Context: an optimization exercise on an open-source flow, tuned for small area, a short achievable clock period and few clock cycles. The choices shown serve that exercise and are no tape-out recipe. Function was checked by simulation only, so behaviour that the tests miss may differ from the original.

==> flow/design.v (outline; a module is shown in full before it is edited, if it fits) <==
// module muldiv_unit_p: 1343 lines
// module muldiv_bk_add: 31 lines
module muldiv_unit_p #(
    parameter int WIDTH = 32,
    parameter int K     = 2
) (
    input  logic             clk,
    input  logic             reset,
    input  logic             start,
    input  logic [2:0]       op,
    input  logic [WIDTH-1:0] src_a,
    input  logic [WIDTH-1:0] src_b,
    input  logic             cancel,
    input  logic             wr_en,
    input  logic             wr_hi,
    input  logic [WIDTH-1:0] wr_data,
    output logic             busy,
    output logic             done,
    output logic [WIDTH-1:0] hi,
    output logic [WIDTH-1:0] lo
);
  // ...
==> flow/run.sh <==
#!/bin/bash
# synth_recipe.tcl (not shown) runs the flow's synth.tcl, then flattens the netlist and writes it again
# the make line also repeats each setting of config.mk as NAME=value (left out here)
make -C /OpenROAD-flow-scripts/flow DESIGN_CONFIG=/design/flow/config.mk WORK_HOME=/design/flow/orfs CLKGATE_MAP_FILE= SYNTH_SCRIPT=/design/flow/synth_recipe.tcl finish
==> flow/config.mk <==
export PLATFORM = sky130hd
export DESIGN_NAME = muldiv_unit_p
export DESIGN_NICKNAME = muldiv_unit_p
export VERILOG_FILES = /design/flow/design.v
export SDC_FILE = /design/flow/constraint.sdc
export NUM_CORES = 4
export LEC_CHECK = 0
export CAP_MARGIN = 20
export CORE_MARGIN = 2
export CORE_UTILIZATION = 40
export SLEW_MARGIN = 20
==> flow/constraint.sdc <==
create_clock -name core_clock -period 13.0 [get_ports {clk}]
set_input_delay 2.6000 -clock core_clock [delete_from_list [all_inputs] [get_ports {clk}]]
set_output_delay 2.6000 -clock core_clock [all_outputs]
set_load 0.01 [all_outputs]
==> impl_metrics.ini, run 1 <==
[hold_path]
min_from = qneg_q

[worst_setup_path]
reg2reg_to = hi[31]
critPathBufInv = 5
crit_end = ye_q[31]
critPathLaunchType = input port

[final_layout]
multi_input_area_um2 = 29800
clock_area_share_pct = 2.19
antenna_cells = 2
regArea_um2 = 5900
seq_cell_count = 220
layout_commonest_cell = inv_1
layout.nets = 5325
final_core_util_pct = 44.1
buf_share_pct = 5.89
final_cells = 5936

[sta]
hold_ws_ns = 0.570
tightestPinTransition_ns = 1.24
slew-limit-headroom_pct = 16.5
drv_slew = 0

[grt]
grt_start_max_net_pins = 74
grt_first_pass_wirelength_um = 250000
antenna_found_initial = 3

[synthesis]
yosysWarnings = 8
netlist_area_um2 = 38800
synth-compound-area-share_pct = 23.5
synthSimpleGateAreaFrac_pct = 11.6
synth_top_area_share_pct = 17.3

[placement]
dpl.cell_count = 5880

[floorplanning]
die_h_um = 315
fp.dieArea_um2 = 99400

[detailed_routing]
viasPerCell = 6.28
firstDrtPassIters = 8
drc = 0

[clocking]
clkSinkCount = 220
ctsResizeCount = 0
htree_levels = 1

[outcome]
status = finished clean
Testbench counts, summed over its fixed seeds: cycles 15,716.
==> run 2: changes to the inputs <==
--- a/flow/config.mk
+++ b/flow/config.mk
@@ -6,6 +6,7 @@
 export NUM_CORES = 4
 export LEC_CHECK = 0
-export CAP_MARGIN = 20
+export CAP_MARGIN = 30
 export CORE_MARGIN = 2
 export CORE_UTILIZATION = 40
-export SLEW_MARGIN = 20
+export SETUP_SLACK_MARGIN = 5
+export SLEW_MARGIN = 30
==> run 2 against run 1 <==
Worst setup slack improved by 1.9 ns. Utilization is 2.1 points higher. Synthesized area unchanged. Via count rose by 2.0%. First-iteration DRC count shrank 9.4%. Synthesized cell count did not move. Final cell count up 1.6%. Clock-buffer cell count decreased by 3. Flip-flop and latch count unchanged. Still clean. Hold slack worse by 0.046 ns.
==> impl_metrics.ini, run 2 <==
[final_layout]
fillers = 9496
syn_to_final_growth_pct = 14.8
final_core_util_pct = 46.2
most-common-layout-cells = inv_1 (444), xnor2_1 (442), a21oi_1 (351)
layout.nets = 5421
largest_register_ff_count = 35
drive_gt1_share_pct = 10.7
top_register = ye_q
layout_commonest_cell = inv_1
largestRegisters = ye_q: 35 flops, xe_q: 33 flops

[floorplanning]
die_x_um = 315
start_util_pct = 40.2
core_um2 = 96400
fp.dieArea_um2 = 99400
row_count = 114
die_h_um = 315
ios = 171

[sta]
finalSetupViolCount = 0
setup_tns_ns = 0
rsz0062_at_grt = yes
slew-limit-headroom_pct = 24.4
post-route-period-util_pct = 61.6
max_freq_mhz = 125
min_period_ns = 8.01
drv_slew = 0
clock_skew_ns = 0.0179
hold_viol = 0
tightestPinTransition_ns = 1.13

[clocking]
clockBufferDepth = 3
clkSinkCount = 220
cts_root_buf = clkbuf_16
htree_levels = 1
clk_latency_ns = 0.59
numCtsBuffers = 28
clk_pin_slew_worst_paths_ns = 0.07
cts_tree = built

[synthesis]
synth-edff-count = 115
yosysTopAreaCell = fa_1
synth.most_common_cell = xnor2_1
synth_top_family_by_area = adder cells
muxShareOfSynthArea_pct = 3.28
synth-xor-area-share_pct = 12.6
synthAdderAreaFrac_pct = 25.4
synth-compound-area-share_pct = 23.5
yosys-top-cells-area = fa_1 (17%), xnor2_1 (10%), edfxtp_1 (8.9%)
synth_fp_nets = 5417
synth_seq_cells = 220
yosysWarnings = 8
ys_types = 99
synthSimpleGateAreaFrac_pct = 11.6
netlist_area_um2 = 38800
syn_area_per_cell_um2 = 8.20
ys_seq_area_share_pct = 15.2
synthTopCellsByCount = xnor2_1 (454), inv_1 (453), a21oi_1 (360)
ys_async_sr_fraction_pct = 30.9
synthCells = 4727
synth_top_area_share_pct = 17.3
synth_ff_type = edfxtp_1

[detailed_routing]
drt_wl_total_um = 173000
drt_iter0_drc = 4737
firstDrtPassIters = 9
drc = 0
wire_per_inst_um = 28.7
ant_nets = 0
viasPerCell = 6.30
route.vias.total = 38000

[worst_setup_path]
cp.arrival_ns = 8.48
endpoint_kind = flop
critPathLaunchType = flop
path_class = flop to flop
critPathBufInv = 2
path_max_fanout = 58
path_cells = buf_6 > nor2b_4 > buf_4 > a221oi_1 > a21oi_1 > fa_1 > fa_1 > fa_1 > fa_1 > fa_1 > ha_1 > and3_4 > and2_1 > a2111o_1 > a21o_1 > nand2b_1 > and2_1 > fa_1 > xor2_1 > o22ai_1 > a211oi_1 > o21ai_1
cpPeakStageDelay_ns = 0.85
critical-path-top-delay-family = adder cells
crit_path_frequent_cell = fa_1
cp.required_ns = 13.47
crit_slowest_cell = xor2_1

[grt]
grtUsageTotal_pct = 33.6
grt_start_max_net_pins = 76
overflow = 0
antenna_found_initial = 4
grt_pass1_vias = 36200
grt_first_pass_wirelength_um = 248000

[job]
max_cap_violations = 0

[placement]
place.gp.congestion = 0.998
dp_hpwl_um = 127000
io_buffers = 170

[outcome]
status = finished clean

[hold_path]
worst_hold_path_type = flop to flop
-- run 2: cell counts after synthesis --
No cell type changed its count.
-- run 2: cells by family after synthesis --
logic type,Yosys count
AO/OA/AOI/OAI,1392
XOR/XNOR,556
adder cells (fa/ha/maj),585
buffers and inverters,863
flip-flops,220
multiplexers,119
AND/OR/NAND/NOR,992
-- run 2: metal layers --
| layer | wire, µm | GRT usage [%] |
|---|---|---|
| met1 | 65500 | 43.8 |
| met2 | 76900 | 52.8 |
| met3 | 18400 | 5.32 |
| met4 | 12600 | 20.1 |
| met5 | 13 | 0 |
-- run 2: final cells by class --
cell class / instances / area [µm²] / area share [%]
antenna: 1 / 2.50 / 0.00562
clock buffer: 35 / 778 / 1.75
clock inverter: 17 / 191 / 0.430
inverter: 463 / 1790 / 4.02
multi-input combinational: 3646 / 30600 / 68.7
sequential: 220 / 5910 / 13.3
tap: 1276 / 1600 / 3.59
timing repair buffer: 371 / 3640 / 8.17
timing repair inverter: 1 / 11.3 / 0.0253
-- run 2: path summary, 6_finish.rpt --
kind,start,end,slack [ns],cells past startpoint
worst max-delay path,selt_q,hi[31],4.99,22
worst min-delay path,qneg_q,fixq_q,0.52,0
worst max register to register,selt_q,hi[31],4.99,22
worst min register to register,qneg_q,fixq_q,0.52,0
max in group asynchronous,reset,busy,9.89,3
min in group asynchronous,reset,lo[23],2.51,3
-- run 2: what timing repair did --
item / in CTS / in global routing
endpoints found under the setup margin: 127 / 101
gates resized for setup: 92 / 151
buffers inserted: 38 / 43
pin swaps: 24 / 105
cloned: 6 / 9
hold buffers: 0 / 0
endpoints found under the hold margin: 0 / 0
-- run 2: metrics by stage --
step                      hold WS (ns)  cell area [µm²]  worst slack [ns]  std cells
after detailed placement         0.490            41600              2.91       5880
final                            0.524            44500              4.99       6030
after CTS                        0.505            43300              5.00       5976
after global placement           0.469            41600              2.87       5880
after floorplan                  0.427            38900              5.02       4727
after global routing             0.522            44500              4.95       6029
==> run 3: changes to the inputs <==
--- a/flow/config.mk
+++ b/flow/config.mk
@@ -8,5 +8,5 @@
 export CAP_MARGIN = 30
 export CORE_MARGIN = 2
-export CORE_UTILIZATION = 40
+export CORE_UTILIZATION = 65
 export SETUP_SLACK_MARGIN = 5
 export SLEW_MARGIN = 30
==> run 3 against run 2 <==
Still clean. Sequential share of layout area up 0.21 points. Global-route usage rose by 19 points. Hold slack worse by 0.025 ns. Synthesized area is the same. Clock-buffer cell count grew 5. Flip-flop and latch count unchanged. Critical path type unchanged.
==> impl_metrics.ini, run 3 <==
[floorplanning]
fp.dieArea_um2 = 61600
ios = 171
core_um2 = 59000
row_count = 89
die_x_um = 248
start_util_pct = 65.7
die_h_um = 248

[detailed_routing]
viasPerCell = 7.14
route.vias.total = 39400
firstDrtPassIters = 10
wire_per_inst_um = 30.1
drt_iter0_drc = 6280
drt_wl_total_um = 166000
drc = 0
ant_nets = 0

[worst_setup_path]
critPathLaunchType = flop
path_class = flop to flop
cp.required_ns = 13.47
path_max_fanout = 57
endpoint_kind = flop
cp.arrival_ns = 8.40

[final_layout]
top_register = ye_q
layout_commonest_cell = inv_1
drive_gt1_share_pct = 10.3
most-common-layout-cells = inv_1 (447), xnor2_1 (438), a21oi_1 (352)
final_area_um2 = 43800
largest_register_ff_count = 35
syn_to_final_growth_pct = 13.1
largestRegisters = ye_q: 35 flops, xe_q: 33 flops
layout.nets = 5413

[synthesis]
synthCells = 4727
ys_seq_area_share_pct = 15.2
synth-edff-count = 115
netlist_area_um2 = 38800
synthTopCellsByCount = xnor2_1 (454), inv_1 (453), a21oi_1 (360)
synth_seq_cells = 220
yosys-top-cells-area = fa_1 (17%), xnor2_1 (10%), edfxtp_1 (8.9%)
syn_area_per_cell_um2 = 8.20
synth.most_common_cell = xnor2_1
yosysTopAreaCell = fa_1
synth_top_area_share_pct = 17.3
ys_async_sr_fraction_pct = 30.9
synth_ff_type = edfxtp_1
synth_fp_nets = 5417
ys_types = 99
yosysWarnings = 8

[clocking]
cts_tree = built
clk_pin_slew_worst_paths_ns = 0.06
numCtsBuffers = 29
clockBufferDepth = 3
htree_levels = 1
clkSinkCount = 220
clk_latency_ns = 0.61
cts_root_buf = clkbuf_16

[placement]
dp_hpwl_um = 118000
dp_slack_ns = 1.99
placed_cell_area_um2 = 40900
place.gp.congestion = 1.07
io_buffers = 170

[job]
max_cap_violations = 0

[sta]
fin_ws_ns = 5.07
drv_slew = 0
slew-limit-headroom_pct = 22.3
max_freq_mhz = 126
tightestPinTransition_ns = 1.16
setup_tns_ns = 0
hold_viol = 0
clock_skew_ns = 0.0329
finalSetupViolCount = 0
min_period_ns = 7.93
post-route-period-util_pct = 61.0
rsz0062_at_grt = yes

[grt]
antenna_found_initial = 7
grt_first_pass_wirelength_um = 238000
grt_pass1_vias = 36500
overflow = 0
grtUsageTotal_pct = 52.6
grt_start_max_net_pins = 82

[hold_path]
worst_hold_path_type = flop to flop

[outcome]
status = finished clean
==> run 3: cell families after synthesis <==
family | count (synthesis) | synth area share, %
compound gates | 1392 | 23.5
simple gates | 992 | 11.6
buf+inv | 863 | 8.54
fa+ha+maj | 585 | 25.4
xor+xnor | 556 | 12.6
flops | 220 | 15.2
mux | 119 | 3.28
==> run 3: metrics by stage <==
stage | hold WS (ns) | utilization, % | instances
2_1_floorplan | 0.427 | - | 4727
3_3_place_gp | 0.470 | 69.2 | 5366
3_5_place_dp | 0.477 | 69.3 | 5367
4_1_cts | 0.487 | 72.2 | 5462
5_1_grt | 0.499 | 74.3 | 5520
6_report | 0.499 | 74.3 | 5524
==> run 3: per-layer routing <==
layer | part of all wire (%) | track usage (%) | routed length, µm
met5 | 0.070 | 1.51 | 117
met4 | 11 | 44.4 | 18700
met3 | 15 | 17.9 | 24900
met2 | 41 | 74.8 | 67800
met1 | 33 | 63.9 | 54900
==> run 3: final timing paths <==
check | slack, ns | depth (start not counted) | start | end
max | 5.07 | 23 | selt_q | hi[24]
min | 0.50 | 0 | qneg_q | fixq_q
max reg2reg | 5.07 | 23 | selt_q | hi[24]
min reg2reg | 0.50 | 0 | qneg_q | fixq_q
max in group asynchronous | 9.87 | 3 | reset | busy
min in group asynchronous | 2.51 | 3 | reset | lo[5]
==> run 3: worst max-delay path: stages, from the launching register on <==
cell       delay, ns
dfxtp_2         0.32
buf_6           0.38
o21ai_0         0.17
o21ai_1         0.81
fa_1            0.61
fa_1            0.49
fa_2            0.40
fa_1            0.47
fa_1            0.55
inv_1           0.07
ha_1            0.36
a21oi_1         0.21
nand2_1         0.09
a211oi_2        0.29
a21oi_1         0.10
a2111o_1        0.43
a21o_1          0.21
a21oi_1         0.26
o21bai_1        0.10
a21oi_1         0.31
fa_2            0.38
nor2_1          0.09
a2111oi_2       0.53
a21oi_1         0.12
==> run 3: what timing repair did <==
| action | 4_1_cts | 5_1_grt |
|---|---|---|
| buffers inserted | 37 | 48 |
| gates resized for setup | 95 | 144 |
| cloned | 4 | 6 |
| pin swaps | 20 | 78 |
| setup endpoints to repair | 120 | 111 |
| hold buffers | 0 | 0 |
==> run 3: final cells by class <==
cell class	count	area, µm²
Sequential cell	220	5910
Clock buffer	40	828
Clock inverter	14	180
Inverter	463	1820
Multi-Input combinational cell	3648	30700
Antenna cell	5	12.5
Tap cell	773	967
Timing Repair Buffer	358	3440
Fill cell	4497	15200
Timing Repair inverter	3	33.8
==> run 4: changes to the inputs <==
==> flow/flow/run.sh (new file) <==
#!/bin/bash
# The standard layout, with timing repair aiming for more setup slack
# than the design's clock period needs.
set -euo pipefail
MARGIN=${MARGIN:-7}
bash standard.sh SETUP_SLACK_MARGIN=$MARGIN finish > orfs_make.log 2>&1
==> flow/standard.sh (new file) <==
#!/bin/bash
# synth_recipe.tcl (not shown) runs the flow's synth.tcl, then flattens the netlist and writes it again
# the make line also repeats each setting of config.mk as NAME=value (left out here)
make -C /OpenROAD-flow-scripts/flow DESIGN_CONFIG=/design/flow/config.mk WORK_HOME=/design/flow/orfs CLKGATE_MAP_FILE= SYNTH_SCRIPT=/design/flow/synth_recipe.tcl "${@:-finish}"
--- a/flow/config.mk
+++ b/flow/config.mk
@@ -8,5 +8,4 @@
 export CAP_MARGIN = 30
 export CORE_MARGIN = 2
-export CORE_UTILIZATION = 65
-export SETUP_SLACK_MARGIN = 5
+export CORE_UTILIZATION = 40
 export SLEW_MARGIN = 30
removed: flow/run.sh
==> run 4 against run 3 <==
Register-to-register slack better by 0.33 ns. Wire length up 8.7%. Critical endpoint is now hi[31]. Synthesized cell count unchanged. Sequential share of layout area down 1.4 points. Global-route usage down 17 points.
==> impl_metrics.ini, run 4 <==
[hold_path]
worst_hold_path_type = flop to flop

[grt]
grt_start_max_net_pins = 96
overflow = 0
grt_first_pass_wirelength_um = 258000
grt_pass1_vias = 37400
grtUsageTotal_pct = 35.1
antenna_found_initial = 4

[synthesis]
synthTopCellsByCount = xnor2_1 (454), inv_1 (453), a21oi_1 (360)
synth_top_area_share_pct = 17.3
netlist_area_um2 = 38800
synth-edff-count = 115
ys_types = 99
ys_async_sr_fraction_pct = 30.9
synth_ff_type = edfxtp_1
synth.most_common_cell = xnor2_1
yosys-top-cells-area = fa_1 (17%), xnor2_1 (10%), edfxtp_1 (8.9%)
synth_seq_cells = 220
yosysTopAreaCell = fa_1
synth_fp_nets = 5417
ys_seq_area_share_pct = 15.2
yosysWarnings = 8
synthCells = 4727
syn_area_per_cell_um2 = 8.20

[detailed_routing]
drt_wl_total_um = 181000
ant_nets = 0
drc = 0
firstDrtPassIters = 7
viasPerCell = 6.36
route.vias.total = 39500
drt_iter0_drc = 5401
wire_per_inst_um = 29.1

[placement]
dp_slack_ns = 2.23
io_buffers = 170
dp_hpwl_um = 128000
placed_cell_area_um2 = 42400
place.gp.congestion = 1.01

[floorplanning]
ios = 171
die_h_um = 315
fp.dieArea_um2 = 99400
die_x_um = 315
row_count = 114
core_um2 = 96400
start_util_pct = 40.2

[sta]
setup_tns_ns = 0
rsz0062_at_grt = yes
drv_slew = 0
finalSetupViolCount = 0
hold_ws_ns = 0.470
post-route-period-util_pct = 58.4
clock_skew_ns = 0.0326
fin_ws_ns = 5.40
max_freq_mhz = 132
tightestPinTransition_ns = 1.15
min_period_ns = 7.60
slew-limit-headroom_pct = 23.4
hold_viol = 0

[final_layout]
largest_register_ff_count = 35
largestRegisters = ye_q: 35 flops, xe_q: 33 flops
drive_gt1_share_pct = 20.9
layout.nets = 5606
syn_to_final_growth_pct = 26.2
layout_commonest_cell = inv_1
top_register = ye_q
most-common-layout-cells = inv_1 (427), xnor2_1 (416), nor2_1 (322)
final_area_um2 = 48900

[clocking]
cts_root_buf = clkbuf_16
holdBufCountCts = 0
clkSinkCount = 220
clk_latency_ns = 0.63
htree_levels = 1
clockBufferDepth = 3
numCtsBuffers = 29
cts_tree = built
clk_pin_slew_worst_paths_ns = 0.06

[worst_setup_path]
cp.required_ns = 13.51
critPathLaunchType = flop
path_max_fanout = 4
cp.arrival_ns = 8.11
path_class = flop to flop
endpoint_kind = flop

[job]
max_cap_violations = 0

[outcome]
status = finished clean
## run 4: changes by cell type in the layout (fill, tap and decap cells not counted), moves of 21 or more
cell and delta:
clkdlybuf4s50_1 -31, fa_2 +52, o21ai_0 -47, buf_6 +55, fa_1 -52, xnor2_1 -22, o21ai_1 +25, dlygate4sd2_1 +22
buf_4 +101, a21oi_2 +47, a21oi_1 -53, buf_12 +21, nand2_1 -21
## run 4: final timing paths
path	to	slack (ns)	cells after the start	startpoint
max in group asynchronous	busy	9.53	3	reset
worst max-delay path	hi[31]	5.40	27	r_q[9]
min in group asynchronous	lo[5]	2.31	2	reset
worst min-delay path	fixq_q	0.47	0	qneg_q
worst min register to register	fixq_q	0.47	0	qneg_q
worst max register to register	hi[31]	5.40	27	r_q[9]
## run 4: cell families (layout without fill, tap and decap cells)
| family | count (synthesis) | count (layout) | share of synthesized area, % |
|---|---|---|---|
| AO/OA/AOI/OAI | 1392 | 1392 | 23.5 |
| AND/OR/NAND/NOR | 992 | 995 | 11.6 |
| buffers and inverters | 863 | 1071 | 8.54 |
| adder cells (fa/ha/maj) | 585 | 585 | 25.4 |
| XOR/XNOR | 556 | 556 | 12.6 |
| flip-flops | 220 | 220 | 15.2 |
| multiplexers | 119 | 119 | 3.28 |
| other | 0 | 1 | 0 |
## run 4: worst max-delay path, stage by stage (launching register included)
cell and delay [ns]:
edfxtp_1 0.59, nand2_1 0.16, o21ai_0 0.09, o21ai_1 0.70
fa_1 0.61, fa_1 0.57, inv_2 0.04, fa_2 0.38
fa_1 0.52, fa_2 0.48, ha_4 0.29, nand4_1 0.15
nor2_2 0.19, and3_1 0.18, and2_1 0.13, a2111o_1 0.17
a21o_1 0.24, inv_4 0.09, o211ai_1 0.31, a41oi_2 0.18
o21a_1 0.23, fa_2 0.35, xnor2_2 0.16, xnor2_2 0.16
inv_1 0.09, o22ai_1 0.09, a211oi_1 0.25, o21ai_1 0.08
## run 4: metrics by stage
step	cells	util [%]
after CTS	6119	48.7
final	6215	50.7
after global routing	6214	50.7
after global placement	5868	43.9
after detailed placement	5871	43.9
after floorplan	4727	-
## run 4: layout make-up
class | count | area [µm²]
antenna | 1 | 2.50
clock buffer | 40 | 828
clock inverter | 13 | 125
fill | 9108 | 47500
inverter | 463 | 1810
multi-input combinational | 3647 | 32900
sequential | 220 | 5910
tap | 1276 | 1600
timing repair buffer | 553 | 5700
timing repair inverter | 2 | 17.5
## run 4: repair_timing
item                       CTS  global route
gates cloned                16             7
pin swaps                  169           156
setup endpoints to repair  190           149
buffers inserted           179            87
gates resized for setup    478           249
## run 4: metal layers
layer	up-vias	routed length [µm]	track usage (%)
met1	19300	67800	45.6
met5	-	36	0
met2	2747	78700	53.7
met3	635	18900	5.85
met4	6	15600	23.8
li1	16800	-	-
==> run 5: changes to the inputs <==
==> flow/flow/run.sh (replaced) <==
#!/bin/bash
# The standard layout, with timing repair aiming for more setup slack
# than the design's clock period needs.
set -euo pipefail
MARGIN=${MARGIN:-9}
bash standard.sh SETUP_SLACK_MARGIN=$MARGIN finish > orfs_make.log 2>&1
==> run 5 against run 4 <==
Sequential share of layout area down 0.12 points. Die area unchanged. Non-clock buffer count increased by 27. Utilization up 0.64 points. Via count rose by 0.41%. Critical endpoint is now hi[15].
==> impl_metrics.ini, run 5 <==
[detailed_routing]
drc = 0
drt_iter0_drc = 5307
wire_per_inst_um = 29.8
drt_wl_total_um = 186000
ant_nets = 0
viasPerCell = 6.35
route.vias.total = 39700
firstDrtPassIters = 8

[synthesis]
ys_seq_area_share_pct = 15.2
synth_fp_nets = 5417
yosys-top-cells-area = fa_1 (17%), xnor2_1 (10%), edfxtp_1 (8.9%)
synth-compound-area-share_pct = 23.5
synthSimpleGateAreaFrac_pct = 11.6
synthAdderAreaFrac_pct = 25.4
synthCells = 4727
muxShareOfSynthArea_pct = 3.28
netlist_area_um2 = 38800
synth.most_common_cell = xnor2_1
syn_area_per_cell_um2 = 8.20
synth_ff_type = edfxtp_1
synth_top_area_share_pct = 17.3
synth-xor-area-share_pct = 12.6
yosysTopAreaCell = fa_1
synthTopCellsByCount = xnor2_1 (454), inv_1 (453), a21oi_1 (360)
synth-edff-count = 115
synth_seq_cells = 220
ys_types = 99
ys_async_sr_fraction_pct = 30.9
synth_top_family_by_area = adder cells
yosysWarnings = 8

[final_layout]
final_cells = 6247
syn_to_final_growth_pct = 27.8
fillers = 9126
layout.nets = 5636
largest_register_ff_count = 35
final_area_um2 = 49500
layout_commonest_cell = inv_1
drive_gt1_share_pct = 23.1
largestRegisters = ye_q: 35 flops, xe_q: 33 flops
most-common-layout-cells = inv_1 (424), xnor2_1 (408), nor2_1 (324)
top_register = ye_q
final_core_util_pct = 51.4

[worst_setup_path]
endpoint_kind = flop
cp.required_ns = 13.52
path_class = flop to flop
critical-path-top-delay-family = adder cells
cpPeakStageDelay_ns = 0.58
crit_path_frequent_cell = fa_1
critPathBufInv = 6
crit_slowest_cell = fa_1
path_max_fanout = 7
cp.arrival_ns = 8.03
critPathLaunchType = flop

[floorplanning]
core_um2 = 96400
fp.dieArea_um2 = 99400
die_h_um = 315
row_count = 114
die_x_um = 315
ios = 171
start_util_pct = 40.2

[placement]
dp_hpwl_um = 130000
io_buffers = 170
place.gp.congestion = 1.00
dpl.cell_count = 5868
placed_cell_area_um2 = 42600

[sta]
clock_skew_ns = 0.0401
rsz0062_at_grt = yes
drv_slew = 0
hold_viol = 0
finalSetupViolCount = 0
tightestPinTransition_ns = 1.18
setup_tns_ns = 0
post-route-period-util_pct = 57.8
slew-limit-headroom_pct = 21.3
max_freq_mhz = 133
min_period_ns = 7.51

[grt]
grt_first_pass_wirelength_um = 265000
grtUsageTotal_pct = 36.4
grt_util_met3_pct = 6.55
grt_busiest_layer = met2
met2_usage_pct = 55.5
antenna_found_initial = 4
grt_pass1_vias = 37600
overflow = 0
met1_usage_pct = 47.0
grt_start_max_net_pins = 89

[clocking]
htree_levels = 1
cts_root_buf = clkbuf_16
clk_pin_slew_worst_paths_ns = 0.07
clkSinkCount = 220
clk_latency_ns = 0.61
cts_tree = built
clockBufferDepth = 3
numCtsBuffers = 29

[outcome]
status = finished clean

[hold_path]
worst_hold_path_type = flop to flop

[job]
max_cap_violations = 0
## run 5: cell counts after synthesis
Identical to the previous run, type by type.
## run 5: worst paths after layout
kind	startpoint	endpoint	slack [ns]	cells past startpoint
hold / removal	qneg_q	fixq_q	0.47	0
setup reg to reg	ye_q[1]	hi[15]	5.49	30
setup / recovery	ye_q[1]	hi[15]	5.49	30
min in group asynchronous	reset	lo[9]	2.43	2
hold reg to reg	qneg_q	fixq_q	0.47	0
max in group asynchronous	reset	busy	9.38	3
## run 5: layout make-up
class / count / area, µm² / area share [%]
well taps: 1276 / 1600 / 3.22
repair inverters: 2 / 17.5 / 0.0354
diodes: 2 / 5.00 / 0.0101
clock inverters: 19 / 174 / 0.351
clock buffers: 35 / 790 / 1.59
multi-input cells: 3650 / 33300 / 67.2
flip-flops and latches: 220 / 5920 / 12.0
repair buffers: 580 / 5940 / 12.0
inverters: 463 / 1810 / 3.66
## run 5: kinds of logic after synthesis
family                   Yosys count
multiplexers                     119
AND/OR/NAND/NOR                  992
buffers and inverters            863
XOR/XNOR                         556
AO/OA/AOI/OAI                   1392
flip-flops                       220
adder cells (fa/ha/maj)          585
## run 5: timing repair
action	4_1_cts	5_1_grt
pin swaps	175	162
hold buffers	0	0
setup endpoints to repair	272	209
resized for setup	681	244
cloned	23	6
setup buffers	213	80
## run 5: metal layers
layer,vias up,part of all wire [%]
met5,-,0.0070
met4,2,8.6
met3,593,11
met2,2679,43
met1,19500,37
li1,16900,-
## run 5: per-stage QoR
| step | setup WS, ns | hold slack [ns] |
|---|---|---|
| 5_1_grt | 5.26 | 0.467 |
| 3_5_place_dp | 3.00 | 0.456 |
| 3_3_place_gp | 2.65 | 0.439 |
| 4_1_cts | 5.60 | 0.459 |
| 6_report | 5.49 | 0.465 |
| 2_1_floorplan | 5.17 | 0.427 |

[port drivers added, routing unchanged]
The results above use ideal ports. As a check the final layouts listed here were re-extracted and re-timed, cells and wires unchanged. Step 1: set_driving_cell puts a clkbuf_16 on clk and a buf_2 on each other input, an assumption about the parent block. Step 2 also shifts input and output timing later by t, the mid clock arrival at the registers, as if the neighbouring blocks saw the same clock. a / b / c = no drivers / after step 1 / after step 2; a / b = the first two.
run | shift t [ns] | slack for setup (ns) | worst setup path at the end | worst slew at a driven data input, ns
run 1 | 0.673 | 3.078 / 3.131 / 2.457 | input to register | 0.07
run 2 | 0.661 | 4.991 / 4.991 / 4.467 | input to register | 0.06
run 3 | 0.661 | 5.072 / 5.072 / 4.499 | input to register | 0.06
run 4 | 0.692 | 5.405 / 5.405 / 4.898 | input to register | 0.05
run 5 | 0.668 | 5.488 / 5.488 / 5.140 | input to register | 0.07
After both steps setup and hold are still met in every run listed. The setup slack of run 1, which loses most, moves by +0.053 ns with the drivers and by -0.621 ns with both steps.
